What follows belongs to an exercise in optimizing a design on an open flow for small area; a production flow would make more cautious choices. RTL that was checked went through simulation tests only; none was proved equivalent to the original. Only the layout flow was run in run 3; the RTL was not checked for function there. Power and IR drop assume default switching activity.

===== flow/config.mk =====
export PLATFORM = sky130hd
export DESIGN_NAME = rhd_recorder
export DESIGN_NICKNAME = rhd_recorder
export VERILOG_FILES = /design/flow/design.v
export SDC_FILE = /design/flow/constraint.sdc
export NUM_CORES = 4
export LEC_CHECK = 0
export CAP_MARGIN = 20
export CORE_MARGIN = 2
export CORE_UTILIZATION = 40
export CTS_BUF_LIST = sky130_fd_sc_hd__clkbuf_16
export CTS_CLUSTER_DIAMETER = 70
export CTS_CLUSTER_SIZE = 32
export SLEW_MARGIN = 20

===== flow/constraint.sdc =====
create_clock -name core_clock -period 10.0 [get_ports {clk}]
set_input_delay 2.0000 -clock core_clock [delete_from_list [all_inputs] [get_ports {clk}]]
set_output_delay 2.0000 -clock core_clock [all_outputs]
set_load 0.01 [all_outputs]

===== flow/design.v =====
`default_nettype none
package rhd_pkg;
    typedef logic [16-1:0] sample_t;
    typedef logic [16-1:0] cmd_word_t;
    typedef logic [5:0] channel_t;    
    typedef logic [$clog2(2 * 4 * 32)-1:0] sample_index_t;
    typedef struct packed {
        sample_t b;    
        sample_t a;    
    } line_reply_t;
    typedef logic [4*2*16-1:0] frame_row_t;
    typedef struct packed {
        logic       en;
        channel_t   addr;
        frame_row_t row;
    } row_write_t;
    typedef enum logic [2:0] {
        READY,
        LOAD,
        TX,
        RX,
        STREAM
    } seq_state_t;
endpackage
`default_nettype wire
`timescale 1ns/1ns
`default_nettype none
module rhd_recorder (
    input  wire                        clk,
    input  wire                        rstn,
    input  wire                        record_start,
    input  wire [4-1:0]  miso,
    output logic                       busy,
    output logic                       done,
    output logic                       cs,
    output logic                       sclk,
    output logic                       mosi,
    output rhd_pkg::channel_t          channel,
    output logic                       sample_valid,
    output rhd_pkg::sample_index_t     sample_index,
    output rhd_pkg::sample_t           sample_data
);
    localparam int XFER  = 2 * 2 * 16 + 3 + 3;    
    localparam int RING  = XFER - 1;                                                    
    localparam int FIRST = 2;                                          
    localparam int LAST  = 2 + 32 - 1;                  
    logic       strm;      
    logic [6:0] u;         
    logic       act;       
    logic       xfer;      
    assign xfer = busy && !strm;
    assign act  = xfer && (channel >= 6'(FIRST)) && (channel <= 6'(LAST));
    always_ff @(posedge clk) begin
        if (!rstn) begin
            busy         <= 1'b0;
            strm         <= 1'b0;
            channel      <= '0;
            u            <= '0;
            sample_valid <= 1'b0;
            done         <= 1'b0;
        end else begin
            done <= sample_valid && (sample_index == 8'd255);
            if (!busy) begin
                if (record_start) begin
                    busy    <= 1'b1;
                    channel <= '0;
                    u       <= '0;
                end
            end else if (!strm) begin
                if (u == 7'(XFER - 1)) begin
                    u <= '0;
                    if (channel == 6'(40 - 1)) begin
                        strm <= 1'b1;
                    end else begin
                        channel <= channel + 1'b1;
                    end
                end else begin
                    u <= u + 1'b1;
                end
            end else begin
                if (u != 7'd2) begin
                    u <= u + 1'b1;
                end
                if (u == 7'd1) begin
                    sample_valid <= 1'b1;
                end else if (sample_index == 8'd255) begin
                    sample_valid <= 1'b0;
                end
                if (done) begin
                    busy <= 1'b0;
                    strm <= 1'b0;
                end
            end
        end
    end
    always_ff @(posedge clk) begin
        sample_index <= sample_valid ? sample_index + 1'b1 : 8'd0;
    end
    logic       in_word;
    logic [3:0] bit_pos;    
    logic       cmd_bit;
    logic       last_bit;   
    assign in_word = (u >= 7'd2) && (u <= 7'd65);
    assign bit_pos = 4'd15 - 4'((u - 7'd2) >> 2);
    assign cs      = !(xfer && in_word);
    assign sclk    = xfer && (u >= 7'd4) && (u <= 7'd65) && !u[1];
    always_comb begin
        if (channel < 6'(32)) begin
            cmd_bit = (bit_pos >= 4'd8 && bit_pos <= 4'd13) ? channel[bit_pos[2:0]] : (bit_pos == 4'd0);
        end else begin
            cmd_bit = (bit_pos >= 4'd8);
        end
        if (u >= 7'd66) begin
            last_bit = (channel < 6'(32));
        end else begin
            last_bit = (channel >= 6'd1) && (channel <= 6'(32));
        end
        mosi = xfer && (in_word ? cmd_bit : last_bit);
    end
    logic [16-1:0] ins_a, ins_b;
    logic [32-1:0] ch_ge;
    for (genvar i = 0; i < 16; i++) begin : g_ins
        assign ins_a[i] = act && (u == 7'(5 + 4 * i));
        assign ins_b[i] = act && (u == 7'(3 + 4 * i));
    end
    for (genvar k = 0; k < 32; k++) begin : g_ch
        assign ch_ge[k] = (channel >= 6'(FIRST + k));
    end
    logic [RING-1:0] ring_0;
    always_ff @(posedge clk) begin
        ring_0 <= {ring_0[RING-2:0], ring_0[RING-1]};
        if (ins_a[15]) ring_0[26] <= miso[0];
        if (ins_b[15]) ring_0[61] <= miso[0];
        if (ins_a[15] && !ch_ge[5]) ring_0[31] <= miso[1];
    end
    logic [RING-1:0] ring_1;
    always_ff @(posedge clk) begin
        ring_1 <= {ring_1[RING-2:0], ring_1[RING-1]};
        if (ins_a[15] && ch_ge[5]) ring_1[31] <= miso[1];
        if (ins_b[15]) ring_1[66] <= miso[1];
        if (ins_a[15] && !ch_ge[10]) ring_1[36] <= miso[2];
    end
    logic [RING-1:0] ring_2;
    always_ff @(posedge clk) begin
        ring_2 <= {ring_2[RING-2:0], ring_2[RING-1]};
        if (ins_a[15] && ch_ge[10]) ring_2[36] <= miso[2];
        if (ins_b[15]) ring_2[2] <= miso[2];
        if (ins_a[15] && !ch_ge[15]) ring_2[41] <= miso[3];
    end
    logic [RING-1:0] ring_3;
    always_ff @(posedge clk) begin
        ring_3 <= {ring_3[RING-2:0], ring_3[RING-1]};
        if (ins_a[15] && ch_ge[15]) ring_3[41] <= miso[3];
        if (ins_b[15]) ring_3[7] <= miso[3];
        if (ins_a[14] && !ch_ge[20]) ring_3[42] <= miso[0];
    end
    logic [RING-1:0] ring_4;
    always_ff @(posedge clk) begin
        ring_4 <= {ring_4[RING-2:0], ring_4[RING-1]};
        if (ins_a[14] && ch_ge[20]) ring_4[42] <= miso[0];
        if (ins_b[14]) ring_4[8] <= miso[0];
        if (ins_a[14] && !ch_ge[25]) ring_4[47] <= miso[1];
    end
    logic [RING-1:0] ring_5;
    always_ff @(posedge clk) begin
        ring_5 <= {ring_5[RING-2:0], ring_5[RING-1]};
        if (ins_a[14] && ch_ge[25]) ring_5[47] <= miso[1];
        if (ins_b[14]) ring_5[13] <= miso[1];
        if (ins_a[14] && !ch_ge[30]) ring_5[52] <= miso[2];
    end
    logic [RING-1:0] ring_6;
    always_ff @(posedge clk) begin
        ring_6 <= {ring_6[RING-2:0], ring_6[RING-1]};
        if (ins_a[14] && ch_ge[30]) ring_6[52] <= miso[2];
        if (ins_b[14]) ring_6[18] <= miso[2];
        if (ins_a[14]) ring_6[57] <= miso[3];
        if (ins_b[14] && !ch_ge[3]) ring_6[23] <= miso[3];
    end
    logic [RING-1:0] ring_7;
    always_ff @(posedge clk) begin
        ring_7 <= {ring_7[RING-2:0], ring_7[RING-1]};
        if (ins_b[14] && ch_ge[3]) ring_7[23] <= miso[3];
        if (ins_a[13]) ring_7[58] <= miso[0];
        if (ins_b[13] && !ch_ge[8]) ring_7[24] <= miso[0];
    end
    logic [RING-1:0] ring_8;
    always_ff @(posedge clk) begin
        ring_8 <= {ring_8[RING-2:0], ring_8[RING-1]};
        if (ins_b[13] && ch_ge[8]) ring_8[24] <= miso[0];
        if (ins_a[13]) ring_8[63] <= miso[1];
        if (ins_b[13] && !ch_ge[13]) ring_8[29] <= miso[1];
    end
    logic [RING-1:0] ring_9;
    always_ff @(posedge clk) begin
        ring_9 <= {ring_9[RING-2:0], ring_9[RING-1]};
        if (ins_b[13] && ch_ge[13]) ring_9[29] <= miso[1];
        if (ins_a[13]) ring_9[68] <= miso[2];
        if (ins_b[13] && !ch_ge[18]) ring_9[34] <= miso[2];
    end
    logic [RING-1:0] ring_10;
    always_ff @(posedge clk) begin
        ring_10 <= {ring_10[RING-2:0], ring_10[RING-1]};
        if (ins_b[13] && ch_ge[18]) ring_10[34] <= miso[2];
        if (ins_a[13]) ring_10[4] <= miso[3];
        if (ins_b[13] && !ch_ge[23]) ring_10[39] <= miso[3];
    end
    logic [RING-1:0] ring_11;
    always_ff @(posedge clk) begin
        ring_11 <= {ring_11[RING-2:0], ring_11[RING-1]};
        if (ins_b[13] && ch_ge[23]) ring_11[39] <= miso[3];
        if (ins_a[12]) ring_11[5] <= miso[0];
        if (ins_b[12] && !ch_ge[28]) ring_11[40] <= miso[0];
    end
    logic [RING-1:0] ring_12;
    always_ff @(posedge clk) begin
        ring_12 <= {ring_12[RING-2:0], ring_12[RING-1]};
        if (ins_b[12] && ch_ge[28]) ring_12[40] <= miso[0];
        if (ins_a[12]) ring_12[10] <= miso[1];
        if (ins_b[12]) ring_12[45] <= miso[1];
        if (ins_a[12] && !ch_ge[1]) ring_12[15] <= miso[2];
    end
    logic [RING-1:0] ring_13;
    always_ff @(posedge clk) begin
        ring_13 <= {ring_13[RING-2:0], ring_13[RING-1]};
        if (ins_a[12] && ch_ge[1]) ring_13[15] <= miso[2];
        if (ins_b[12]) ring_13[50] <= miso[2];
        if (ins_a[12] && !ch_ge[6]) ring_13[20] <= miso[3];
    end
    logic [RING-1:0] ring_14;
    always_ff @(posedge clk) begin
        ring_14 <= {ring_14[RING-2:0], ring_14[RING-1]};
        if (ins_a[12] && ch_ge[6]) ring_14[20] <= miso[3];
        if (ins_b[12]) ring_14[55] <= miso[3];
    end
    logic [RING-1:0] ring_15;
    always_ff @(posedge clk) begin
        ring_15 <= {ring_15[RING-2:0], ring_15[RING-1]};
        if (ins_a[11]) ring_15[10] <= miso[0];
        if (ins_b[11]) ring_15[45] <= miso[0];
        if (ins_a[11] && !ch_ge[5]) ring_15[15] <= miso[1];
    end
    logic [RING-1:0] ring_16;
    always_ff @(posedge clk) begin
        ring_16 <= {ring_16[RING-2:0], ring_16[RING-1]};
        if (ins_a[11] && ch_ge[5]) ring_16[15] <= miso[1];
        if (ins_b[11]) ring_16[50] <= miso[1];
        if (ins_a[11] && !ch_ge[10]) ring_16[20] <= miso[2];
    end
    logic [RING-1:0] ring_17;
    always_ff @(posedge clk) begin
        ring_17 <= {ring_17[RING-2:0], ring_17[RING-1]};
        if (ins_a[11] && ch_ge[10]) ring_17[20] <= miso[2];
        if (ins_b[11]) ring_17[55] <= miso[2];
        if (ins_a[11] && !ch_ge[15]) ring_17[25] <= miso[3];
    end
    logic [RING-1:0] ring_18;
    always_ff @(posedge clk) begin
        ring_18 <= {ring_18[RING-2:0], ring_18[RING-1]};
        if (ins_a[11] && ch_ge[15]) ring_18[25] <= miso[3];
        if (ins_b[11]) ring_18[60] <= miso[3];
        if (ins_a[10] && !ch_ge[20]) ring_18[26] <= miso[0];
    end
    logic [RING-1:0] ring_19;
    always_ff @(posedge clk) begin
        ring_19 <= {ring_19[RING-2:0], ring_19[RING-1]};
        if (ins_a[10] && ch_ge[20]) ring_19[26] <= miso[0];
        if (ins_b[10]) ring_19[61] <= miso[0];
        if (ins_a[10] && !ch_ge[25]) ring_19[31] <= miso[1];
    end
    logic [RING-1:0] ring_20;
    always_ff @(posedge clk) begin
        ring_20 <= {ring_20[RING-2:0], ring_20[RING-1]};
        if (ins_a[10] && ch_ge[25]) ring_20[31] <= miso[1];
        if (ins_b[10]) ring_20[66] <= miso[1];
        if (ins_a[10] && !ch_ge[30]) ring_20[36] <= miso[2];
    end
    logic [RING-1:0] ring_21;
    always_ff @(posedge clk) begin
        ring_21 <= {ring_21[RING-2:0], ring_21[RING-1]};
        if (ins_a[10] && ch_ge[30]) ring_21[36] <= miso[2];
        if (ins_b[10]) ring_21[2] <= miso[2];
        if (ins_a[10]) ring_21[41] <= miso[3];
        if (ins_b[10] && !ch_ge[3]) ring_21[7] <= miso[3];
    end
    logic [RING-1:0] ring_22;
    always_ff @(posedge clk) begin
        ring_22 <= {ring_22[RING-2:0], ring_22[RING-1]};
        if (ins_b[10] && ch_ge[3]) ring_22[7] <= miso[3];
        if (ins_a[9]) ring_22[42] <= miso[0];
        if (ins_b[9] && !ch_ge[8]) ring_22[8] <= miso[0];
    end
    logic [RING-1:0] ring_23;
    always_ff @(posedge clk) begin
        ring_23 <= {ring_23[RING-2:0], ring_23[RING-1]};
        if (ins_b[9] && ch_ge[8]) ring_23[8] <= miso[0];
        if (ins_a[9]) ring_23[47] <= miso[1];
        if (ins_b[9] && !ch_ge[13]) ring_23[13] <= miso[1];
    end
    logic [RING-1:0] ring_24;
    always_ff @(posedge clk) begin
        ring_24 <= {ring_24[RING-2:0], ring_24[RING-1]};
        if (ins_b[9] && ch_ge[13]) ring_24[13] <= miso[1];
        if (ins_a[9]) ring_24[52] <= miso[2];
        if (ins_b[9] && !ch_ge[18]) ring_24[18] <= miso[2];
    end
    logic [RING-1:0] ring_25;
    always_ff @(posedge clk) begin
        ring_25 <= {ring_25[RING-2:0], ring_25[RING-1]};
        if (ins_b[9] && ch_ge[18]) ring_25[18] <= miso[2];
        if (ins_a[9]) ring_25[57] <= miso[3];
        if (ins_b[9] && !ch_ge[23]) ring_25[23] <= miso[3];
    end
    logic [RING-1:0] ring_26;
    always_ff @(posedge clk) begin
        ring_26 <= {ring_26[RING-2:0], ring_26[RING-1]};
        if (ins_b[9] && ch_ge[23]) ring_26[23] <= miso[3];
        if (ins_a[8]) ring_26[58] <= miso[0];
        if (ins_b[8] && !ch_ge[28]) ring_26[24] <= miso[0];
    end
    logic [RING-1:0] ring_27;
    always_ff @(posedge clk) begin
        ring_27 <= {ring_27[RING-2:0], ring_27[RING-1]};
        if (ins_b[8] && ch_ge[28]) ring_27[24] <= miso[0];
        if (ins_a[8]) ring_27[63] <= miso[1];
        if (ins_b[8]) ring_27[29] <= miso[1];
        if (ins_a[8] && !ch_ge[1]) ring_27[68] <= miso[2];
    end
    logic [RING-1:0] ring_28;
    always_ff @(posedge clk) begin
        ring_28 <= {ring_28[RING-2:0], ring_28[RING-1]};
        if (ins_a[8] && ch_ge[1]) ring_28[68] <= miso[2];
        if (ins_b[8]) ring_28[34] <= miso[2];
        if (ins_a[8] && !ch_ge[6]) ring_28[4] <= miso[3];
    end
    logic [RING-1:0] ring_29;
    always_ff @(posedge clk) begin
        ring_29 <= {ring_29[RING-2:0], ring_29[RING-1]};
        if (ins_a[8] && ch_ge[6]) ring_29[4] <= miso[3];
        if (ins_b[8]) ring_29[39] <= miso[3];
    end
    logic [RING-1:0] ring_30;
    always_ff @(posedge clk) begin
        ring_30 <= {ring_30[RING-2:0], ring_30[RING-1]};
        if (ins_a[7]) ring_30[63] <= miso[0];
        if (ins_b[7]) ring_30[29] <= miso[0];
        if (ins_a[7] && !ch_ge[5]) ring_30[68] <= miso[1];
    end
    logic [RING-1:0] ring_31;
    always_ff @(posedge clk) begin
        ring_31 <= {ring_31[RING-2:0], ring_31[RING-1]};
        if (ins_a[7] && ch_ge[5]) ring_31[68] <= miso[1];
        if (ins_b[7]) ring_31[34] <= miso[1];
        if (ins_a[7] && !ch_ge[10]) ring_31[4] <= miso[2];
    end
    logic [RING-1:0] ring_32;
    always_ff @(posedge clk) begin
        ring_32 <= {ring_32[RING-2:0], ring_32[RING-1]};
        if (ins_a[7] && ch_ge[10]) ring_32[4] <= miso[2];
        if (ins_b[7]) ring_32[39] <= miso[2];
        if (ins_a[7] && !ch_ge[15]) ring_32[9] <= miso[3];
    end
    logic [RING-1:0] ring_33;
    always_ff @(posedge clk) begin
        ring_33 <= {ring_33[RING-2:0], ring_33[RING-1]};
        if (ins_a[7] && ch_ge[15]) ring_33[9] <= miso[3];
        if (ins_b[7]) ring_33[44] <= miso[3];
        if (ins_a[6] && !ch_ge[20]) ring_33[10] <= miso[0];
    end
    logic [RING-1:0] ring_34;
    always_ff @(posedge clk) begin
        ring_34 <= {ring_34[RING-2:0], ring_34[RING-1]};
        if (ins_a[6] && ch_ge[20]) ring_34[10] <= miso[0];
        if (ins_b[6]) ring_34[45] <= miso[0];
        if (ins_a[6] && !ch_ge[25]) ring_34[15] <= miso[1];
    end
    logic [RING-1:0] ring_35;
    always_ff @(posedge clk) begin
        ring_35 <= {ring_35[RING-2:0], ring_35[RING-1]};
        if (ins_a[6] && ch_ge[25]) ring_35[15] <= miso[1];
        if (ins_b[6]) ring_35[50] <= miso[1];
        if (ins_a[6] && !ch_ge[30]) ring_35[20] <= miso[2];
    end
    logic [RING-1:0] ring_36;
    always_ff @(posedge clk) begin
        ring_36 <= {ring_36[RING-2:0], ring_36[RING-1]};
        if (ins_a[6] && ch_ge[30]) ring_36[20] <= miso[2];
        if (ins_b[6]) ring_36[55] <= miso[2];
        if (ins_a[6]) ring_36[25] <= miso[3];
        if (ins_b[6] && !ch_ge[3]) ring_36[60] <= miso[3];
    end
    logic [RING-1:0] ring_37;
    always_ff @(posedge clk) begin
        ring_37 <= {ring_37[RING-2:0], ring_37[RING-1]};
        if (ins_b[6] && ch_ge[3]) ring_37[60] <= miso[3];
        if (ins_a[5]) ring_37[26] <= miso[0];
        if (ins_b[5] && !ch_ge[8]) ring_37[61] <= miso[0];
    end
    logic [RING-1:0] ring_38;
    always_ff @(posedge clk) begin
        ring_38 <= {ring_38[RING-2:0], ring_38[RING-1]};
        if (ins_b[5] && ch_ge[8]) ring_38[61] <= miso[0];
        if (ins_a[5]) ring_38[31] <= miso[1];
        if (ins_b[5] && !ch_ge[13]) ring_38[66] <= miso[1];
    end
    logic [RING-1:0] ring_39;
    always_ff @(posedge clk) begin
        ring_39 <= {ring_39[RING-2:0], ring_39[RING-1]};
        if (ins_b[5] && ch_ge[13]) ring_39[66] <= miso[1];
        if (ins_a[5]) ring_39[36] <= miso[2];
        if (ins_b[5] && !ch_ge[18]) ring_39[2] <= miso[2];
    end
    logic [RING-1:0] ring_40;
    always_ff @(posedge clk) begin
        ring_40 <= {ring_40[RING-2:0], ring_40[RING-1]};
        if (ins_b[5] && ch_ge[18]) ring_40[2] <= miso[2];
        if (ins_a[5]) ring_40[41] <= miso[3];
        if (ins_b[5] && !ch_ge[23]) ring_40[7] <= miso[3];
    end
    logic [RING-1:0] ring_41;
    always_ff @(posedge clk) begin
        ring_41 <= {ring_41[RING-2:0], ring_41[RING-1]};
        if (ins_b[5] && ch_ge[23]) ring_41[7] <= miso[3];
        if (ins_a[4]) ring_41[42] <= miso[0];
        if (ins_b[4] && !ch_ge[28]) ring_41[8] <= miso[0];
    end
    logic [RING-1:0] ring_42;
    always_ff @(posedge clk) begin
        ring_42 <= {ring_42[RING-2:0], ring_42[RING-1]};
        if (ins_b[4] && ch_ge[28]) ring_42[8] <= miso[0];
        if (ins_a[4]) ring_42[47] <= miso[1];
        if (ins_b[4]) ring_42[13] <= miso[1];
        if (ins_a[4] && !ch_ge[1]) ring_42[52] <= miso[2];
    end
    logic [RING-1:0] ring_43;
    always_ff @(posedge clk) begin
        ring_43 <= {ring_43[RING-2:0], ring_43[RING-1]};
        if (ins_a[4] && ch_ge[1]) ring_43[52] <= miso[2];
        if (ins_b[4]) ring_43[18] <= miso[2];
        if (ins_a[4] && !ch_ge[6]) ring_43[57] <= miso[3];
    end
    logic [RING-1:0] ring_44;
    always_ff @(posedge clk) begin
        ring_44 <= {ring_44[RING-2:0], ring_44[RING-1]};
        if (ins_a[4] && ch_ge[6]) ring_44[57] <= miso[3];
        if (ins_b[4]) ring_44[23] <= miso[3];
    end
    logic [RING-1:0] ring_45;
    always_ff @(posedge clk) begin
        ring_45 <= {ring_45[RING-2:0], ring_45[RING-1]};
        if (ins_a[3]) ring_45[47] <= miso[0];
        if (ins_b[3]) ring_45[13] <= miso[0];
        if (ins_a[3] && !ch_ge[5]) ring_45[52] <= miso[1];
    end
    logic [RING-1:0] ring_46;
    always_ff @(posedge clk) begin
        ring_46 <= {ring_46[RING-2:0], ring_46[RING-1]};
        if (ins_a[3] && ch_ge[5]) ring_46[52] <= miso[1];
        if (ins_b[3]) ring_46[18] <= miso[1];
        if (ins_a[3] && !ch_ge[10]) ring_46[57] <= miso[2];
    end
    logic [RING-1:0] ring_47;
    always_ff @(posedge clk) begin
        ring_47 <= {ring_47[RING-2:0], ring_47[RING-1]};
        if (ins_a[3] && ch_ge[10]) ring_47[57] <= miso[2];
        if (ins_b[3]) ring_47[23] <= miso[2];
        if (ins_a[3] && !ch_ge[15]) ring_47[62] <= miso[3];
    end
    logic [RING-1:0] ring_48;
    always_ff @(posedge clk) begin
        ring_48 <= {ring_48[RING-2:0], ring_48[RING-1]};
        if (ins_a[3] && ch_ge[15]) ring_48[62] <= miso[3];
        if (ins_b[3]) ring_48[28] <= miso[3];
        if (ins_a[2] && !ch_ge[20]) ring_48[63] <= miso[0];
    end
    logic [RING-1:0] ring_49;
    always_ff @(posedge clk) begin
        ring_49 <= {ring_49[RING-2:0], ring_49[RING-1]};
        if (ins_a[2] && ch_ge[20]) ring_49[63] <= miso[0];
        if (ins_b[2]) ring_49[29] <= miso[0];
        if (ins_a[2] && !ch_ge[25]) ring_49[68] <= miso[1];
    end
    logic [RING-1:0] ring_50;
    always_ff @(posedge clk) begin
        ring_50 <= {ring_50[RING-2:0], ring_50[RING-1]};
        if (ins_a[2] && ch_ge[25]) ring_50[68] <= miso[1];
        if (ins_b[2]) ring_50[34] <= miso[1];
        if (ins_a[2] && !ch_ge[30]) ring_50[4] <= miso[2];
    end
    logic [RING-1:0] ring_51;
    always_ff @(posedge clk) begin
        ring_51 <= {ring_51[RING-2:0], ring_51[RING-1]};
        if (ins_a[2] && ch_ge[30]) ring_51[4] <= miso[2];
        if (ins_b[2]) ring_51[39] <= miso[2];
        if (ins_a[2]) ring_51[9] <= miso[3];
        if (ins_b[2] && !ch_ge[3]) ring_51[44] <= miso[3];
    end
    logic [RING-1:0] ring_52;
    always_ff @(posedge clk) begin
        ring_52 <= {ring_52[RING-2:0], ring_52[RING-1]};
        if (ins_b[2] && ch_ge[3]) ring_52[44] <= miso[3];
        if (ins_a[1]) ring_52[10] <= miso[0];
        if (ins_b[1] && !ch_ge[8]) ring_52[45] <= miso[0];
    end
    logic [RING-1:0] ring_53;
    always_ff @(posedge clk) begin
        ring_53 <= {ring_53[RING-2:0], ring_53[RING-1]};
        if (ins_b[1] && ch_ge[8]) ring_53[45] <= miso[0];
        if (ins_a[1]) ring_53[15] <= miso[1];
        if (ins_b[1] && !ch_ge[13]) ring_53[50] <= miso[1];
    end
    logic [RING-1:0] ring_54;
    always_ff @(posedge clk) begin
        ring_54 <= {ring_54[RING-2:0], ring_54[RING-1]};
        if (ins_b[1] && ch_ge[13]) ring_54[50] <= miso[1];
        if (ins_a[1]) ring_54[20] <= miso[2];
        if (ins_b[1] && !ch_ge[18]) ring_54[55] <= miso[2];
    end
    logic [RING-1:0] ring_55;
    always_ff @(posedge clk) begin
        ring_55 <= {ring_55[RING-2:0], ring_55[RING-1]};
        if (ins_b[1] && ch_ge[18]) ring_55[55] <= miso[2];
        if (ins_a[1]) ring_55[25] <= miso[3];
        if (ins_b[1] && !ch_ge[23]) ring_55[60] <= miso[3];
    end
    logic [RING-1:0] ring_56;
    always_ff @(posedge clk) begin
        ring_56 <= {ring_56[RING-2:0], ring_56[RING-1]};
        if (ins_b[1] && ch_ge[23]) ring_56[60] <= miso[3];
        if (ins_a[0]) ring_56[26] <= miso[0];
        if (ins_b[0] && !ch_ge[28]) ring_56[61] <= miso[0];
    end
    logic [RING-1:0] ring_57;
    always_ff @(posedge clk) begin
        ring_57 <= {ring_57[RING-2:0], ring_57[RING-1]};
        if (ins_b[0] && ch_ge[28]) ring_57[61] <= miso[0];
        if (ins_a[0]) ring_57[31] <= miso[1];
        if (ins_b[0]) ring_57[66] <= miso[1];
        if (ins_a[0] && !ch_ge[1]) ring_57[36] <= miso[2];
    end
    logic [RING-1:0] ring_58;
    always_ff @(posedge clk) begin
        ring_58 <= {ring_58[RING-2:0], ring_58[RING-1]};
        if (ins_a[0] && ch_ge[1]) ring_58[36] <= miso[2];
        if (ins_b[0]) ring_58[2] <= miso[2];
        if (ins_a[0] && !ch_ge[6]) ring_58[41] <= miso[3];
    end
    logic [RING-1:0] ring_59;
    always_ff @(posedge clk) begin
        ring_59 <= {ring_59[RING-2:0], ring_59[RING-1]};
        if (ins_a[0] && ch_ge[6]) ring_59[41] <= miso[3];
        if (ins_b[0]) ring_59[7] <= miso[3];
    end
    always_comb begin
        sample_data[0] = (sample_index <= 8'd68) ? ring_0[0] : ((sample_index <= 8'd137) ? ring_1[0] : ((sample_index <= 8'd206) ? ring_2[0] : (ring_3[0])));
        sample_data[1] = (sample_index <= 8'd19) ? ring_3[20] : ((sample_index <= 8'd88) ? ring_4[20] : ((sample_index <= 8'd157) ? ring_5[20] : ((sample_index <= 8'd226) ? ring_6[20] : (ring_7[20]))));
        sample_data[2] = (sample_index <= 8'd39) ? ring_7[40] : ((sample_index <= 8'd108) ? ring_8[40] : ((sample_index <= 8'd177) ? ring_9[40] : ((sample_index <= 8'd246) ? ring_10[40] : (ring_11[40]))));
        sample_data[3] = (sample_index <= 8'd59) ? ring_11[60] : ((sample_index <= 8'd128) ? ring_12[60] : ((sample_index <= 8'd197) ? ring_13[60] : (ring_14[60])));
        sample_data[4] = (sample_index <= 8'd68) ? ring_15[0] : ((sample_index <= 8'd137) ? ring_16[0] : ((sample_index <= 8'd206) ? ring_17[0] : (ring_18[0])));
        sample_data[5] = (sample_index <= 8'd19) ? ring_18[20] : ((sample_index <= 8'd88) ? ring_19[20] : ((sample_index <= 8'd157) ? ring_20[20] : ((sample_index <= 8'd226) ? ring_21[20] : (ring_22[20]))));
        sample_data[6] = (sample_index <= 8'd39) ? ring_22[40] : ((sample_index <= 8'd108) ? ring_23[40] : ((sample_index <= 8'd177) ? ring_24[40] : ((sample_index <= 8'd246) ? ring_25[40] : (ring_26[40]))));
        sample_data[7] = (sample_index <= 8'd59) ? ring_26[60] : ((sample_index <= 8'd128) ? ring_27[60] : ((sample_index <= 8'd197) ? ring_28[60] : (ring_29[60])));
        sample_data[8] = (sample_index <= 8'd68) ? ring_30[0] : ((sample_index <= 8'd137) ? ring_31[0] : ((sample_index <= 8'd206) ? ring_32[0] : (ring_33[0])));
        sample_data[9] = (sample_index <= 8'd19) ? ring_33[20] : ((sample_index <= 8'd88) ? ring_34[20] : ((sample_index <= 8'd157) ? ring_35[20] : ((sample_index <= 8'd226) ? ring_36[20] : (ring_37[20]))));
        sample_data[10] = (sample_index <= 8'd39) ? ring_37[40] : ((sample_index <= 8'd108) ? ring_38[40] : ((sample_index <= 8'd177) ? ring_39[40] : ((sample_index <= 8'd246) ? ring_40[40] : (ring_41[40]))));
        sample_data[11] = (sample_index <= 8'd59) ? ring_41[60] : ((sample_index <= 8'd128) ? ring_42[60] : ((sample_index <= 8'd197) ? ring_43[60] : (ring_44[60])));
        sample_data[12] = (sample_index <= 8'd68) ? ring_45[0] : ((sample_index <= 8'd137) ? ring_46[0] : ((sample_index <= 8'd206) ? ring_47[0] : (ring_48[0])));
        sample_data[13] = (sample_index <= 8'd19) ? ring_48[20] : ((sample_index <= 8'd88) ? ring_49[20] : ((sample_index <= 8'd157) ? ring_50[20] : ((sample_index <= 8'd226) ? ring_51[20] : (ring_52[20]))));
        sample_data[14] = (sample_index <= 8'd39) ? ring_52[40] : ((sample_index <= 8'd108) ? ring_53[40] : ((sample_index <= 8'd177) ? ring_54[40] : ((sample_index <= 8'd246) ? ring_55[40] : (ring_56[40]))));
        sample_data[15] = (sample_index <= 8'd59) ? ring_56[60] : ((sample_index <= 8'd128) ? ring_57[60] : ((sample_index <= 8'd197) ? ring_58[60] : (ring_59[60])));
    end
endmodule
`default_nettype wire

===== flow/run.sh =====
#!/bin/bash
# synth_recipe.tcl (not shown) runs the flow's synth.tcl, then flattens the netlist and writes it again
# the make line also repeats each setting of config.mk as NAME=value (left out here)
make -C /OpenROAD-flow-scripts/flow DESIGN_CONFIG=/design/flow/config.mk WORK_HOME=/design/flow/orfs CLKGATE_MAP_FILE= SYNTH_SCRIPT=/design/flow/synth_recipe.tcl finish

==> impl_metrics.env, run 1 <==
export IMPL_use_met2_pct=14.1
export IMPL_syn2layout_area_growth_pct=9.74
export IMPL_antenna_found_initial=12
export IMPL_yosysSeqAreaShare_pct=94.2
export IMPL_finalInstanceArea_um2=97200
export IMPL_synth_fp_nets=4896
export IMPL_syn_avg_cell_area_um2=18.2
export IMPL_layoutNonFillerInstCount=8053
export IMPL_holdWs_ps=288
export IMPL_ir_drop_mv=0.174
export IMPL_clkSinkCount=4165
export IMPL_final_nets=5059
export IMPL_drt_iter0_drc=1619
export IMPL_synthMostInstantiatedCell="dfxtp_1"
export IMPL_critPathKind="flip-flop to output port"
export IMPL_fin_crit_sh_pct=64.6
export IMPL_synth_edf_count=0
export IMPL_async_reset_ff_share_pct=0
export IMPL_cts_made_buffers=157
export IMPL_ioPinCount=43
export IMPL_power_leakage_nw=38.2
export IMPL_worst_pin_slew_ps=1160
export IMPL_die_height_um=475
export IMPL_grt_pass1_vias=29974
export IMPL_met3_usage_pct=1.96
export IMPL_root_buffer="clkbuf_16"
export IMPL_yosys_warnings=1
export IMPL_yosysTopAreaCell="dfxtp_1"
export IMPL_grt_overflow_total=0
export IMPL_grt_busiest_layer="met1"
export IMPL_die_area_um2=225000
export IMPL_clk_pin_slew_ps=110
export IMPL_yosysUniqueCellTypes=61
export IMPL_synth_area_leaders="dfxtp_1 (94%), mux2_2 (2.1%), nand2_1 (0.71%), mux2_1 (0.24%), mux2_4 (0.24%)"
export IMPL_synthCells=4874
export IMPL_drt_total_wl_mm=111
export IMPL_start_util_pct=40.3
export IMPL_cts_buffer_depth=3
export IMPL_startpoint_type="flip-flop"
export IMPL_hold_path_class="flip-flop to flip-flop"
export IMPL_grt_first_pass_wirelength_mm=172
export IMPL_synth_main_ff_cell="dfxtp_1"
export IMPL_die_width_um=475
export IMPL_hold_viol_final=0
export IMPL_synth_area_um2=88600
export IMPL_clk_latency_ps=820
export IMPL_htreeDepth=4
export IMPL_cts_setup_buffers=0
export IMPL_use_met1_pct=14.3
export IMPL_final_setup_viol_count=0
export IMPL_grt_setup_unrepaired="false"
export IMPL_core_um2=220000
export IMPL_ys_seq_elements=4165
export IMPL_rows=172
export IMPL_via_per_inst=3.82
export IMPL_max_freq_mhz=155
export IMPL_maxCapViolations=0
export IMPL_vias=30772
export IMPL_drive_gt1_share_pct=8.20
export IMPL_pwr_density_cell_nw_per_um2=251
export IMPL_track_usage_pct=9.90
export IMPL_place_area_um2=92500
export IMPL_gp_congestion=0.813
export IMPL_drtPass1Iterations=6
export IMPL_synth_top_area_share_pct=94.2
export IMPL_cts_hold_buf=0
export IMPL_wire_per_inst_um=13.8
export IMPL_portBuffers=42
export IMPL_grt_max_degree=49
export IMPL_drtAntennaViolNets=0
export IMPL_cp_arrival_ps=4460
export IMPL_dp_hpwl_mm=64.7
export IMPL_post_cts_resized=0
export IMPL_clock_skew_final_ps=37.8
export IMPL_fin_crit_ps=6460
export IMPL_drc=0
export IMPL_cts_tree="done"
export IMPL_synth_commonest_cells="dfxtp_1 (4165), mux2_2 (169), nand2_1 (168)"
export IMPL_finalMaxSlewViolations=0
export IMPL_cp_end_kind="output port"
export IMPL_cp_data_required_time_ps=8000
export IMPL_critPathMaxFanout=9
export IMPL_timing_setup_tns_ps=0
export IMPL_finalPower_w=0.0244
export IMPL_dpl_cell_count=7836
export IMPL_max_slew_margin_rel_pct=22.4
export IMPL_status="timing/DRC/antenna clean"
==> path summary, 6_finish.rpt <==
check | depth (start not counted) | from | slack [ps] | to
hold reg to reg | 0 | ring_38[1] | 290 | ring_38[2]
setup / recovery | 8 | sample_index[0] | 3540 | sample_data[3]
setup reg to reg | 8 | channel[1] | 6820 | ring_15[45]
hold / removal | 0 | ring_38[1] | 290 | ring_38[2]
==> where the power goes <==
group          internal [W]  leakage, nW  switching, W
clock network       0.00303         2.27       0.00471
logic             0.0000127         2.28     0.0000402
registers            0.0166         33.7     0.0000120
total                0.0197         38.2       0.00476
==> critical path, stage by stage, from the launching register on <==
cell             delay [ps]
dfxtp_1                 510
inv_1                   100
ha_1                    290
or3b_2                  460
a21oi_1                 820
mux2i_1                 180
a211oi_1                290
a21o_1                  340
clkdlybuf4s50_1         620
==> per-stage QoR <==
stage	setup slack [ps]	util, %
finish	3540	44.2
global route	3350	44.2
CTS	3430	44.2
detailed placement	4370	42.1
global placement	4480	42.1
floorplan	5880	-
==> layout by cell type, fill, tap and decap left out, types with 13 or more instances in the layout <==
| cell | instances |
|---|---|
| a21oi_1 | 25 |
| and2_1 | 13 |
| buf_4 | 17 |
| clkbuf_16 | 158 |
| clkdlybuf4s50_1 | 38 |
| dfxtp_1 | 4165 |
| ha_1 | 15 |
| inv_1 | 15 |
| mux2_1 | 19 |
| mux2_2 | 169 |
| mux2_4 | 14 |
| mux2i_1 | 15 |
| nand2_1 | 168 |
| nand3_1 | 18 |
| nor2_1 | 34 |
| nor3_1 | 13 |
==> metal layers <==
layer | vias up | part of all wire [%] | wire length, um
met3 | 210 | 3.5 | 3920
met4 | 0 | 4.7 | 5270
met1 | 14658 | 52 | 57600
met5 | - | 0 | 0
met2 | 400 | 40 | 44600
li1 | 15504 | - | -
==> cells by family (layout without fill, tap and decap cells) <==
family,count (synthesis),in the layout,share of synthesized area (%)
AOI/OAI and AO/OA,90,90,0.674
xor gates and xnor gates,13,13,0.129
adders and majority gates,15,15,0.212
buffers and inverters,62,275,0.343
DFF,4165,4165,94.2
muxes,217,217,2.80
other,0,8,0
and+or+nand+nor,312,312,1.69
==> layout make-up <==
cell class | instances | area [um2]
clock inverters | 51 | 698
well taps | 2958 | 3700
inverters | 11 | 41.3
repair buffers | 55 | 508
flip-flops and latches | 4165 | 83400
multi-input cells | 647 | 4890
fillers | 19027 | 123000
clock buffers | 158 | 3950
diodes | 8 | 20.0
==> run 2, diff against run 1 <==
--- a/flow/config.mk
+++ b/flow/config.mk
@@ -10,5 +10,5 @@
 export CORE_UTILIZATION = 40
-export CTS_BUF_LIST = sky130_fd_sc_hd__clkbuf_16
-export CTS_CLUSTER_DIAMETER = 70
-export CTS_CLUSTER_SIZE = 32
+export CTS_BUF_LIST = sky130_fd_sc_hd__clkbuf_8
+export CTS_CLUSTER_DIAMETER = 50
+export CTS_CLUSTER_SIZE = 20
 export SLEW_MARGIN = 20
==> impl_metrics.env, run 2 <==
export IMPL_clk_latency_ps=1020
export IMPL_drtAntennaViolNets=0
export IMPL_yosysSeqAreaShare_pct=94.2
export IMPL_cts_hold_buf=0
export IMPL_cp_slowest_cell="a21oi_1"
export IMPL_clkSinkCount=4165
export IMPL_async_reset_ff_share_pct=0
export IMPL_grt_first_pass_wirelength_mm=176
export IMPL_synth_top_area_share_pct=94.2
export IMPL_path_cells="inv_1 -> ha_1 -> or3b_2 -> a21oi_1 -> mux2i_1 -> a211oi_1 -> a21o_1 -> clkdlybuf4s50_1"
export IMPL_cts_tree="done"
export IMPL_worst_pin_slew_ps=1200
export IMPL_grt_overflow_total=0
export IMPL_cts_made_buffers=279
export IMPL_max_slew_margin_rel_pct=19.2
export IMPL_grt_setup_unrepaired="false"
export IMPL_critical_path_max_stage_delay_ps=760
export IMPL_synthCells=4874
export IMPL_portBuffers=42
export IMPL_grt_max_degree=49
export IMPL_cp_data_required_time_ps=8000
export IMPL_most_common_layout_cells="dfxtp_1 (4165), clkbuf_8 (299), mux2_2 (169)"
export IMPL_syn_avg_cell_area_um2=18.2
export IMPL_cp_end_kind="output port"
export IMPL_max_freq_mhz=153
export IMPL_final_setup_viol_count=0
export IMPL_finalMaxSlewViolations=0
export IMPL_layout_commonest_cell="dfxtp_1"
export IMPL_gp_congestion=0.813
export IMPL_holdWs_ps=270
export IMPL_drc=0
export IMPL_htreeDepth=5
export IMPL_die_width_um=475
export IMPL_pwr_density_cell_nw_per_um2=251
export IMPL_root_buffer="clkbuf_8"
export IMPL_wire_per_inst_um=13.8
export IMPL_clk_pin_slew_ps=110
export IMPL_synth_edf_count=0
export IMPL_via_per_inst=3.85
export IMPL_rows=172
export IMPL_cts_buffer_depth=4
export IMPL_power_leakage_nw=38.5
export IMPL_synth_area_leaders="dfxtp_1 (94%), mux2_2 (2.1%), nand2_1 (0.71%), mux2_1 (0.24%), mux2_4 (0.24%)"
export IMPL_track_usage_pct=10.1
export IMPL_critPathMaxFanout=9
export IMPL_synth_area_um2=88600
export IMPL_yosysTopAreaCell="dfxtp_1"
export IMPL_synthMostInstantiatedCell="dfxtp_1"
export IMPL_syn2layout_area_growth_pct=10.0
export IMPL_ys_seq_elements=4165
export IMPL_core_um2=220000
export IMPL_drive_gt1_share_pct=11.0
export IMPL_cts_setup_buffers=0
export IMPL_startpoint_type="flip-flop"
export IMPL_start_util_pct=40.3
export IMPL_drt_total_wl_mm=113
export IMPL_fin_crit_sh_pct=65.5
export IMPL_antenna_found_initial=12
export IMPL_timing_setup_tns_ps=0
export IMPL_critPathKind="flip-flop to output port"
export IMPL_grt_pass1_vias=31102
export IMPL_ioPinCount=43
export IMPL_ir_drop_mv=0.159
export IMPL_yosys_warnings=1
export IMPL_dp_hpwl_mm=64.7
export IMPL_synth_main_ff_cell="dfxtp_1"
export IMPL_cp_arrival_ps=4550
export IMPL_final_nets=5181
export IMPL_vias=31636
export IMPL_status="timing/DRC/antenna clean"
export IMPL_post_cts_resized=0
export IMPL_hold_viol_final=0
export IMPL_yosysUniqueCellTypes=61
export IMPL_drt_iter0_drc=1682
export IMPL_synth_commonest_cells="dfxtp_1 (4165), mux2_2 (169), nand2_1 (168)"
export IMPL_hold_path_class="flip-flop to flip-flop"
export IMPL_maxCapViolations=0
export IMPL_clock_skew_final_ps=76.7
export IMPL_drtPass1Iterations=5
export IMPL_die_area_um2=225000
export IMPL_die_height_um=475
export IMPL_fin_crit_ps=6550
export IMPL_synth_fp_nets=4896
[run 2: cell counts after synthesis]
Identical to the previous run, type by type.
[run 2: area by class of cell]
class	instances	area [um2]
inverters	11	41.3
repair buffers	55	508
multi-input cells	647	4890
diodes	9	22.5
clock buffers	299	4120
flip-flops and latches	4165	83400
clock inverters	77	787
fillers	19058	123000
well taps	2958	3700
[run 2: critical path: cells and delay by family, from the launching register on]
kind	cells	cell delay, ps
compound gates	3	1380
fa+ha+maj	1	290
buf+inv	2	730
flops	1	510
mux	1	180
simple gates	1	460
[run 2: layer usage]
layer / global-route usage [%] / up-vias / part of all wire (%) / wire [um]
met5: 0 / - / 0 / 0
met4: 6.02 / 0 / 5.8 / 6580
met3: 2.25 / 344 / 4.1 / 4630
met2: 14.1 / 527 / 40 / 45200
met1: 14.3 / 15002 / 50 / 57000
li1: - / 15763 / - / -
[run 2: kinds of logic (layout without fill, tap and decap cells)]
kind of cell	after synthesis	count (layout)	synth area share (%)
compound gates	90	90	0.674
flops	4165	4165	94.2
mux	217	217	2.80
other cells	0	9	0
fa+ha+maj	15	15	0.212
simple gates	312	312	1.69
xor+xnor	13	13	0.129
buf+inv	62	442	0.343
[run 2: path summary, 6_finish.rpt]
path | from | to | slack, ps | cells past startpoint
worst max-delay path | sample_index[0] | sample_data[3] | 3450 | 8
worst max register to register | channel[1] | ring_17[55] | 6850 | 8
worst min register to register | ring_58[47] | ring_58[48] | 270 | 0
worst min-delay path | ring_58[47] | ring_58[48] | 270 | 0
[run 2: metrics by stage]
stage               cells  utilization, %  instance area [um2]  setup slack (ps)  power (W)
floorplan            4874               -                88600              5880     0.0170
CTS                  8212            44.3                97400              3200     0.0248
detailed placement   7836            42.1                92500              4370     0.0171
global route         8213            44.3                97400              3140     0.0254
finish               8221            44.3                97400              3450     0.0244
global placement     7836            42.1                92500              4480     0.0171
[run 2: power by group]
| part | internal (W) | total [W] | leakage (nW) | switching (W) |
|---|---|---|---|---|
| Combinational | 0.0000127 | 0.0000533 | 2.28 | 0.0000406 |
| Clock | 0.00300 | 0.00777 | 2.55 | 0.00476 |
| Sequential | 0.0166 | 0.0166 | 33.7 | 0.0000120 |
| Total | 0.0196 | 0.0244 | 38.5 | 0.00482 |
==> run 3, diff against run 2 <==
--- a/flow/design.v
+++ b/flow/design.v
@@ -50,4 +50,6 @@
     logic       xfer;      
+    assign u    = sample_index[6:0];
     assign xfer = busy && !strm;
-    assign act  = xfer && (channel >= 6'(FIRST)) && (channel <= 6'(LAST));
+    assign act  = !strm && (channel <= 6'(LAST));    
+    assign done = strm && !sample_valid && (sample_index == 8'd0);
     always_ff @(posedge clk) begin
@@ -57,8 +59,8 @@
             channel      <= '0;
-            u            <= '0;
+            sample_index <= '0;
             sample_valid <= 1'b0;
-            done         <= 1'b0;
         end else begin
-            done <= sample_valid && (sample_index == 8'd255);
+            sample_index <= sample_index + 1'b1;
             if (!busy) begin
+                sample_index <= '0;
                 if (record_start) begin
@@ -66,3 +68,2 @@
                     channel <= '0;
-                    u       <= '0;
                 end
@@ -70,5 +71,6 @@
                 if (u == 7'(XFER - 1)) begin
-                    u <= '0;
+                    sample_index <= '0;
                     if (channel == 6'(40 - 1)) begin
-                        strm <= 1'b1;
+                        strm         <= 1'b1;
+                        sample_index <= 8'd254;    
                     end else begin
@@ -76,13 +78,6 @@
                     end
-                end else begin
-                    u <= u + 1'b1;
                 end
             end else begin
-                if (u != 7'd2) begin
-                    u <= u + 1'b1;
-                end
-                if (u == 7'd1) begin
-                    sample_valid <= 1'b1;
-                end else if (sample_index == 8'd255) begin
-                    sample_valid <= 1'b0;
+                if (sample_index == 8'd255) begin
+                    sample_valid <= !sample_valid;
                 end
@@ -95,5 +90,2 @@
     end
-    always_ff @(posedge clk) begin
-        sample_index <= sample_valid ? sample_index + 1'b1 : 8'd0;
-    end
     logic       in_word;
@@ -138,3 +130,3 @@
         ring_1 <= {ring_1[RING-2:0], ring_1[RING-1]};
-        if (ins_a[15] && ch_ge[5]) ring_1[31] <= miso[1];
+        if (ins_a[15]) ring_1[31] <= miso[1];
         if (ins_b[15]) ring_1[66] <= miso[1];
@@ -145,3 +137,3 @@
         ring_2 <= {ring_2[RING-2:0], ring_2[RING-1]};
-        if (ins_a[15] && ch_ge[10]) ring_2[36] <= miso[2];
+        if (ins_a[15]) ring_2[36] <= miso[2];
         if (ins_b[15]) ring_2[2] <= miso[2];
@@ -152,3 +144,3 @@
         ring_3 <= {ring_3[RING-2:0], ring_3[RING-1]};
-        if (ins_a[15] && ch_ge[15]) ring_3[41] <= miso[3];
+        if (ins_a[15]) ring_3[41] <= miso[3];
         if (ins_b[15]) ring_3[7] <= miso[3];
@@ -159,3 +151,3 @@
         ring_4 <= {ring_4[RING-2:0], ring_4[RING-1]};
-        if (ins_a[14] && ch_ge[20]) ring_4[42] <= miso[0];
+        if (ins_a[14]) ring_4[42] <= miso[0];
         if (ins_b[14]) ring_4[8] <= miso[0];
@@ -166,3 +158,3 @@
         ring_5 <= {ring_5[RING-2:0], ring_5[RING-1]};
-        if (ins_a[14] && ch_ge[25]) ring_5[47] <= miso[1];
+        if (ins_a[14]) ring_5[47] <= miso[1];
         if (ins_b[14]) ring_5[13] <= miso[1];
@@ -181,3 +173,3 @@
         ring_7 <= {ring_7[RING-2:0], ring_7[RING-1]};
-        if (ins_b[14] && ch_ge[3]) ring_7[23] <= miso[3];
+        if (ins_b[14]) ring_7[23] <= miso[3];
         if (ins_a[13]) ring_7[58] <= miso[0];
@@ -188,3 +180,3 @@
         ring_8 <= {ring_8[RING-2:0], ring_8[RING-1]};
-        if (ins_b[13] && ch_ge[8]) ring_8[24] <= miso[0];
+        if (ins_b[13]) ring_8[24] <= miso[0];
         if (ins_a[13]) ring_8[63] <= miso[1];
@@ -195,3 +187,3 @@
         ring_9 <= {ring_9[RING-2:0], ring_9[RING-1]};
-        if (ins_b[13] && ch_ge[13]) ring_9[29] <= miso[1];
+        if (ins_b[13]) ring_9[29] <= miso[1];
         if (ins_a[13]) ring_9[68] <= miso[2];
@@ -202,3 +194,3 @@
         ring_10 <= {ring_10[RING-2:0], ring_10[RING-1]};
-        if (ins_b[13] && ch_ge[18]) ring_10[34] <= miso[2];
+        if (ins_b[13]) ring_10[34] <= miso[2];
         if (ins_a[13]) ring_10[4] <= miso[3];
@@ -209,3 +201,3 @@
         ring_11 <= {ring_11[RING-2:0], ring_11[RING-1]};
-        if (ins_b[13] && ch_ge[23]) ring_11[39] <= miso[3];
+        if (ins_b[13]) ring_11[39] <= miso[3];
         if (ins_a[12]) ring_11[5] <= miso[0];
@@ -224,3 +216,3 @@
         ring_13 <= {ring_13[RING-2:0], ring_13[RING-1]};
-        if (ins_a[12] && ch_ge[1]) ring_13[15] <= miso[2];
+        if (ins_a[12]) ring_13[15] <= miso[2];
         if (ins_b[12]) ring_13[50] <= miso[2];
@@ -231,3 +223,3 @@
         ring_14 <= {ring_14[RING-2:0], ring_14[RING-1]};
-        if (ins_a[12] && ch_ge[6]) ring_14[20] <= miso[3];
+        if (ins_a[12]) ring_14[20] <= miso[3];
         if (ins_b[12]) ring_14[55] <= miso[3];
@@ -244,3 +236,3 @@
         ring_16 <= {ring_16[RING-2:0], ring_16[RING-1]};
-        if (ins_a[11] && ch_ge[5]) ring_16[15] <= miso[1];
+        if (ins_a[11]) ring_16[15] <= miso[1];
         if (ins_b[11]) ring_16[50] <= miso[1];
@@ -251,3 +243,3 @@
         ring_17 <= {ring_17[RING-2:0], ring_17[RING-1]};
-        if (ins_a[11] && ch_ge[10]) ring_17[20] <= miso[2];
+        if (ins_a[11]) ring_17[20] <= miso[2];
         if (ins_b[11]) ring_17[55] <= miso[2];
@@ -258,3 +250,3 @@
         ring_18 <= {ring_18[RING-2:0], ring_18[RING-1]};
-        if (ins_a[11] && ch_ge[15]) ring_18[25] <= miso[3];
+        if (ins_a[11]) ring_18[25] <= miso[3];
         if (ins_b[11]) ring_18[60] <= miso[3];
@@ -265,3 +257,3 @@
         ring_19 <= {ring_19[RING-2:0], ring_19[RING-1]};
-        if (ins_a[10] && ch_ge[20]) ring_19[26] <= miso[0];
+        if (ins_a[10]) ring_19[26] <= miso[0];
         if (ins_b[10]) ring_19[61] <= miso[0];
@@ -272,3 +264,3 @@
         ring_20 <= {ring_20[RING-2:0], ring_20[RING-1]};
-        if (ins_a[10] && ch_ge[25]) ring_20[31] <= miso[1];
+        if (ins_a[10]) ring_20[31] <= miso[1];
         if (ins_b[10]) ring_20[66] <= miso[1];
@@ -287,3 +279,3 @@
         ring_22 <= {ring_22[RING-2:0], ring_22[RING-1]};
-        if (ins_b[10] && ch_ge[3]) ring_22[7] <= miso[3];
+        if (ins_b[10]) ring_22[7] <= miso[3];
         if (ins_a[9]) ring_22[42] <= miso[0];
@@ -294,3 +286,3 @@
         ring_23 <= {ring_23[RING-2:0], ring_23[RING-1]};
-        if (ins_b[9] && ch_ge[8]) ring_23[8] <= miso[0];
+        if (ins_b[9]) ring_23[8] <= miso[0];
         if (ins_a[9]) ring_23[47] <= miso[1];
@@ -301,3 +293,3 @@
         ring_24 <= {ring_24[RING-2:0], ring_24[RING-1]};
-        if (ins_b[9] && ch_ge[13]) ring_24[13] <= miso[1];
+        if (ins_b[9]) ring_24[13] <= miso[1];
         if (ins_a[9]) ring_24[52] <= miso[2];
@@ -308,3 +300,3 @@
         ring_25 <= {ring_25[RING-2:0], ring_25[RING-1]};
-        if (ins_b[9] && ch_ge[18]) ring_25[18] <= miso[2];
+        if (ins_b[9]) ring_25[18] <= miso[2];
         if (ins_a[9]) ring_25[57] <= miso[3];
@@ -315,3 +307,3 @@
         ring_26 <= {ring_26[RING-2:0], ring_26[RING-1]};
-        if (ins_b[9] && ch_ge[23]) ring_26[23] <= miso[3];
+        if (ins_b[9]) ring_26[23] <= miso[3];
         if (ins_a[8]) ring_26[58] <= miso[0];
@@ -330,3 +322,3 @@
         ring_28 <= {ring_28[RING-2:0], ring_28[RING-1]};
-        if (ins_a[8] && ch_ge[1]) ring_28[68] <= miso[2];
+        if (ins_a[8]) ring_28[68] <= miso[2];
         if (ins_b[8]) ring_28[34] <= miso[2];
@@ -337,3 +329,3 @@
         ring_29 <= {ring_29[RING-2:0], ring_29[RING-1]};
-        if (ins_a[8] && ch_ge[6]) ring_29[4] <= miso[3];
+        if (ins_a[8]) ring_29[4] <= miso[3];
         if (ins_b[8]) ring_29[39] <= miso[3];
@@ -350,3 +342,3 @@
         ring_31 <= {ring_31[RING-2:0], ring_31[RING-1]};
-        if (ins_a[7] && ch_ge[5]) ring_31[68] <= miso[1];
+        if (ins_a[7]) ring_31[68] <= miso[1];
         if (ins_b[7]) ring_31[34] <= miso[1];
@@ -357,3 +349,3 @@
         ring_32 <= {ring_32[RING-2:0], ring_32[RING-1]};
-        if (ins_a[7] && ch_ge[10]) ring_32[4] <= miso[2];
+        if (ins_a[7]) ring_32[4] <= miso[2];
         if (ins_b[7]) ring_32[39] <= miso[2];
@@ -364,3 +356,3 @@
         ring_33 <= {ring_33[RING-2:0], ring_33[RING-1]};
-        if (ins_a[7] && ch_ge[15]) ring_33[9] <= miso[3];
+        if (ins_a[7]) ring_33[9] <= miso[3];
         if (ins_b[7]) ring_33[44] <= miso[3];
@@ -371,3 +363,3 @@
         ring_34 <= {ring_34[RING-2:0], ring_34[RING-1]};
-        if (ins_a[6] && ch_ge[20]) ring_34[10] <= miso[0];
+        if (ins_a[6]) ring_34[10] <= miso[0];
         if (ins_b[6]) ring_34[45] <= miso[0];
@@ -378,3 +370,3 @@
         ring_35 <= {ring_35[RING-2:0], ring_35[RING-1]};
-        if (ins_a[6] && ch_ge[25]) ring_35[15] <= miso[1];
+        if (ins_a[6]) ring_35[15] <= miso[1];
         if (ins_b[6]) ring_35[50] <= miso[1];
@@ -393,3 +385,3 @@
         ring_37 <= {ring_37[RING-2:0], ring_37[RING-1]};
-        if (ins_b[6] && ch_ge[3]) ring_37[60] <= miso[3];
+        if (ins_b[6]) ring_37[60] <= miso[3];
         if (ins_a[5]) ring_37[26] <= miso[0];
@@ -400,3 +392,3 @@
         ring_38 <= {ring_38[RING-2:0], ring_38[RING-1]};
-        if (ins_b[5] && ch_ge[8]) ring_38[61] <= miso[0];
+        if (ins_b[5]) ring_38[61] <= miso[0];
         if (ins_a[5]) ring_38[31] <= miso[1];
@@ -407,3 +399,3 @@
         ring_39 <= {ring_39[RING-2:0], ring_39[RING-1]};
-        if (ins_b[5] && ch_ge[13]) ring_39[66] <= miso[1];
+        if (ins_b[5]) ring_39[66] <= miso[1];
         if (ins_a[5]) ring_39[36] <= miso[2];
@@ -414,3 +406,3 @@
         ring_40 <= {ring_40[RING-2:0], ring_40[RING-1]};
-        if (ins_b[5] && ch_ge[18]) ring_40[2] <= miso[2];
+        if (ins_b[5]) ring_40[2] <= miso[2];
         if (ins_a[5]) ring_40[41] <= miso[3];
@@ -421,3 +413,3 @@
         ring_41 <= {ring_41[RING-2:0], ring_41[RING-1]};
-        if (ins_b[5] && ch_ge[23]) ring_41[7] <= miso[3];
+        if (ins_b[5]) ring_41[7] <= miso[3];
         if (ins_a[4]) ring_41[42] <= miso[0];
@@ -436,3 +428,3 @@
         ring_43 <= {ring_43[RING-2:0], ring_43[RING-1]};
-        if (ins_a[4] && ch_ge[1]) ring_43[52] <= miso[2];
+        if (ins_a[4]) ring_43[52] <= miso[2];
         if (ins_b[4]) ring_43[18] <= miso[2];
@@ -443,3 +435,3 @@
         ring_44 <= {ring_44[RING-2:0], ring_44[RING-1]};
-        if (ins_a[4] && ch_ge[6]) ring_44[57] <= miso[3];
+        if (ins_a[4]) ring_44[57] <= miso[3];
         if (ins_b[4]) ring_44[23] <= miso[3];
@@ -456,3 +448,3 @@
         ring_46 <= {ring_46[RING-2:0], ring_46[RING-1]};
-        if (ins_a[3] && ch_ge[5]) ring_46[52] <= miso[1];
+        if (ins_a[3]) ring_46[52] <= miso[1];
         if (ins_b[3]) ring_46[18] <= miso[1];
@@ -463,3 +455,3 @@
         ring_47 <= {ring_47[RING-2:0], ring_47[RING-1]};
-        if (ins_a[3] && ch_ge[10]) ring_47[57] <= miso[2];
+        if (ins_a[3]) ring_47[57] <= miso[2];
         if (ins_b[3]) ring_47[23] <= miso[2];
@@ -470,3 +462,3 @@
         ring_48 <= {ring_48[RING-2:0], ring_48[RING-1]};
-        if (ins_a[3] && ch_ge[15]) ring_48[62] <= miso[3];
+        if (ins_a[3]) ring_48[62] <= miso[3];
         if (ins_b[3]) ring_48[28] <= miso[3];
@@ -477,3 +469,3 @@
         ring_49 <= {ring_49[RING-2:0], ring_49[RING-1]};
-        if (ins_a[2] && ch_ge[20]) ring_49[63] <= miso[0];
+        if (ins_a[2]) ring_49[63] <= miso[0];
         if (ins_b[2]) ring_49[29] <= miso[0];
@@ -484,3 +476,3 @@
         ring_50 <= {ring_50[RING-2:0], ring_50[RING-1]};
-        if (ins_a[2] && ch_ge[25]) ring_50[68] <= miso[1];
+        if (ins_a[2]) ring_50[68] <= miso[1];
         if (ins_b[2]) ring_50[34] <= miso[1];
@@ -499,3 +491,3 @@
         ring_52 <= {ring_52[RING-2:0], ring_52[RING-1]};
-        if (ins_b[2] && ch_ge[3]) ring_52[44] <= miso[3];
+        if (ins_b[2]) ring_52[44] <= miso[3];
         if (ins_a[1]) ring_52[10] <= miso[0];
@@ -506,3 +498,3 @@
         ring_53 <= {ring_53[RING-2:0], ring_53[RING-1]};
-        if (ins_b[1] && ch_ge[8]) ring_53[45] <= miso[0];
+        if (ins_b[1]) ring_53[45] <= miso[0];
         if (ins_a[1]) ring_53[15] <= miso[1];
@@ -513,3 +505,3 @@
         ring_54 <= {ring_54[RING-2:0], ring_54[RING-1]};
-        if (ins_b[1] && ch_ge[13]) ring_54[50] <= miso[1];
+        if (ins_b[1]) ring_54[50] <= miso[1];
         if (ins_a[1]) ring_54[20] <= miso[2];
@@ -520,3 +512,3 @@
         ring_55 <= {ring_55[RING-2:0], ring_55[RING-1]};
-        if (ins_b[1] && ch_ge[18]) ring_55[55] <= miso[2];
+        if (ins_b[1]) ring_55[55] <= miso[2];
         if (ins_a[1]) ring_55[25] <= miso[3];
@@ -527,3 +519,3 @@
         ring_56 <= {ring_56[RING-2:0], ring_56[RING-1]};
-        if (ins_b[1] && ch_ge[23]) ring_56[60] <= miso[3];
+        if (ins_b[1]) ring_56[60] <= miso[3];
         if (ins_a[0]) ring_56[26] <= miso[0];
@@ -542,3 +534,3 @@
         ring_58 <= {ring_58[RING-2:0], ring_58[RING-1]};
-        if (ins_a[0] && ch_ge[1]) ring_58[36] <= miso[2];
+        if (ins_a[0]) ring_58[36] <= miso[2];
         if (ins_b[0]) ring_58[2] <= miso[2];
@@ -549,3 +541,3 @@
         ring_59 <= {ring_59[RING-2:0], ring_59[RING-1]};
-        if (ins_a[0] && ch_ge[6]) ring_59[41] <= miso[3];
+        if (ins_a[0]) ring_59[41] <= miso[3];
         if (ins_b[0]) ring_59[7] <= miso[3];
--- a/flow/config.mk
+++ b/flow/config.mk
@@ -9,6 +9,7 @@
 export CORE_MARGIN = 2
-export CORE_UTILIZATION = 40
-export CTS_BUF_LIST = sky130_fd_sc_hd__clkbuf_8
+export CORE_UTILIZATION = 60
+export CTS_BUF_LIST = sky130_fd_sc_hd__clkbuf_16
 export CTS_CLUSTER_DIAMETER = 50
-export CTS_CLUSTER_SIZE = 20
+export CTS_CLUSTER_SIZE = 36
+export PLACE_DENSITY = 0.7
 export SLEW_MARGIN = 20
==> impl_metrics.env, run 3 <==
export IMPL_hold_path_class="flip-flop to flip-flop"
export IMPL_die_width_um=387
export IMPL_place_ws_ps=3790
export IMPL_clk_pin_slew_ps=100
export IMPL_met3_usage_pct=3.70
export IMPL_synth_main_ff_cell="dfxtp_1"
export IMPL_fin_crit_sh_pct=67.9
export IMPL_pwr_density_cell_nw_per_um2=266
export IMPL_max_slew_margin_rel_pct=17.5
export IMPL_critPathMaxFanout=22
export IMPL_use_met2_pct=21.8
export IMPL_worst_pin_slew_ps=1210
export IMPL_vias=30560
export IMPL_via_per_inst=4.32
export IMPL_hold_viol_final=0
export IMPL_place_area_um2=90600
export IMPL_finalInstanceArea_um2=97200
export IMPL_cp_end_kind="output port"
export IMPL_grt_first_pass_wirelength_mm=175
export IMPL_setup_slack_ps=3210
export IMPL_die_height_um=387
export IMPL_htreeDepth=4
export IMPL_ioPinCount=43
export IMPL_cts_made_buffers=178
export IMPL_synth_commonest_cells="dfxtp_1 (4157), mux2_2 (169), nand2_1 (100)"
export IMPL_grt_setup_unrepaired="false"
export IMPL_dp_hpwl_mm=63.7
export IMPL_critPathKind="flip-flop to output port"
export IMPL_r2r_setup_slack_ps=6530
export IMPL_cts_buffer_depth=3
export IMPL_cp_data_required_time_ps=8000
export IMPL_drt_total_wl_mm=114
export IMPL_cts_tree="done"
export IMPL_timing_setup_tns_ps=0
export IMPL_syn_avg_cell_area_um2=18.2
export IMPL_holdWs_ps=297
export IMPL_most_common_layout_cells="dfxtp_1 (4157), clkbuf_16 (182), mux2_2 (169)"
export IMPL_syn2layout_area_growth_pct=10.6
export IMPL_final_nets=5018
export IMPL_synthCells=4820
export IMPL_grt_busiest_layer="met1"
export IMPL_root_buffer="clkbuf_16"
export IMPL_final_setup_viol_count=0
export IMPL_cp_arrival_ps=4790
export IMPL_ys_seq_elements=4157
export IMPL_drc=0
export IMPL_clock_skew_final_ps=31.6
export IMPL_synth_edf_count=0
export IMPL_power_leakage_nw=38.9
export IMPL_grt_max_degree=49
export IMPL_yosysSeqAreaShare_pct=94.7
export IMPL_fin_crit_ps=6790
export IMPL_yosysUniqueCellTypes=60
export IMPL_synth_area_leaders="dfxtp_1 (95%), mux2_2 (2.2%), nand2_1 (0.43%), nor2_1 (0.30%), nand3_1 (0.24%)"
export IMPL_grt_overflow_total=0
export IMPL_synthMostInstantiatedCell="dfxtp_1"
export IMPL_maxCapViolations=0
export IMPL_status="timing/DRC/antenna clean"
export IMPL_finalPower_w=0.0258
export IMPL_max_freq_mhz=147
export IMPL_gp_congestion=0.826
export IMPL_use_met1_pct=23.2
export IMPL_drive_gt1_share_pct=10.2
export IMPL_cts_hold_buf=0
export IMPL_async_reset_ff_share_pct=0
export IMPL_clkSinkCount=4157
export IMPL_rows=140
export IMPL_synth_top_area_share_pct=94.7
export IMPL_portBuffers=42
export IMPL_startpoint_type="flip-flop"
export IMPL_yosys_warnings=1
export IMPL_clk_latency_ps=800
export IMPL_finalMaxSlewViolations=0
export IMPL_ir_drop_mv=0.219
export IMPL_drtAntennaViolNets=0
export IMPL_track_usage_pct=15.3
export IMPL_die_area_um2=150000
export IMPL_drt_iter0_drc=1349
export IMPL_core_um2=146000
export IMPL_cts_setup_buffers=0
export IMPL_layout_commonest_cell="dfxtp_1"
export IMPL_yosysTopAreaCell="dfxtp_1"
export IMPL_grt_pass1_vias=30493
export IMPL_post_cts_resized=0
export IMPL_drtPass1Iterations=4
export IMPL_wire_per_inst_um=16.1
export IMPL_synth_fp_nets=4839
export IMPL_antenna_found_initial=12
export IMPL_start_util_pct=60.4
export IMPL_synth_area_um2=87900
==> run 3: final cells by class <==
cell class	count	area (um2)
clock inverters	144	2080
fillers	9345	48300
repair buffers	50	468
well taps	1917	2400
diodes	6	15.0
inverters	16	60.1
multi-input cells	596	4420
clock buffers	182	4550
flip-flops and latches	4157	83200
==> run 3: cells by family after synthesis <==
family / after synthesis / share of synthesized area [%]
multiplexers: 182 / 2.35
AO/OA/AOI/OAI: 100 / 0.793
AND/OR/NAND/NOR: 288 / 1.56
adder cells (fa/ha/maj): 12 / 0.171
XOR/XNOR: 14 / 0.139
flip-flops: 4157 / 94.7
buffers and inverters: 67 / 0.315
==> run 3: metal layers <==
| metal | part of all wire [%] | wire (um) |
|---|---|---|
| met4 | 2.3 | 2600 |
| met3 | 4.7 | 5340 |
| met1 | 52 | 59700 |
| met2 | 40 | 46000 |
| met5 | 0.032 | 36 |
==> run 3: per-stage QoR <==
step / cells / utilization, %
CTS: 7062 / 66.8
floorplan: 4820 / -
finish: 7068 / 66.8
detailed placement: 6736 / 62.2
global route: 7062 / 66.8
global placement: 6736 / 62.2
==> run 3: worst paths after layout <==
| check | start | end | cells past startpoint |
|---|---|---|---|
| max | sample_index[5] | sample_data[2] | 5 |
| min | ring_58[20] | ring_58[21] | 0 |
| max reg2reg | sample_index[3] | ring_48[63] | 5 |
| min reg2reg | ring_58[20] | ring_58[21] | 0 |
==> run 3: power by group <==
group	leakage [nW]	switching, W	total [W]	internal, W
combinational	2.17	0.0000315	0.0000390	0.00000753
clock	3.17	0.00546	0.00922	0.00377
sequential	33.6	0.00000902	0.0166	0.0166
==> run 3: critical path, stage by stage, from the launching register on <==
cell	delay [ps]
dfxtp_1	940
nand2_1	330
nor3_1	850
mux2i_1	170
a221oi_1	940
clkdlybuf4s50_1	740

what the ideal ports hide:
Ports are ideal in the flow. The routed layouts listed here were re-timed in OpenROAD. Step 1 sets driving cells, clkbuf_16 on the clock port and buf_2 on the other inputs (assumed; they add their load-dependent delay and slew). Step 2, shift: input delay + t, output delay - t, t = (earliest + latest rising clock arrival at the registers) / 2. This alone moves slack from input paths to output paths. Slacks: ideal ports / drivers / drivers and shift; pairs: ideal ports / drivers.
run | t, ns | slack for setup (ns) | clock arrival spread, ns
run 1 | 0.885 | 3.545 / 3.467 / 4.352 | 0.045 / 0.045
run 2 | 1.050 | 3.453 / 3.378 / 4.428 | 0.096 / 0.096
run 3 | 0.879 | 3.210 / 3.133 / 4.011 | 0.060 / 0.061
After both steps setup and hold are still met in every run listed.
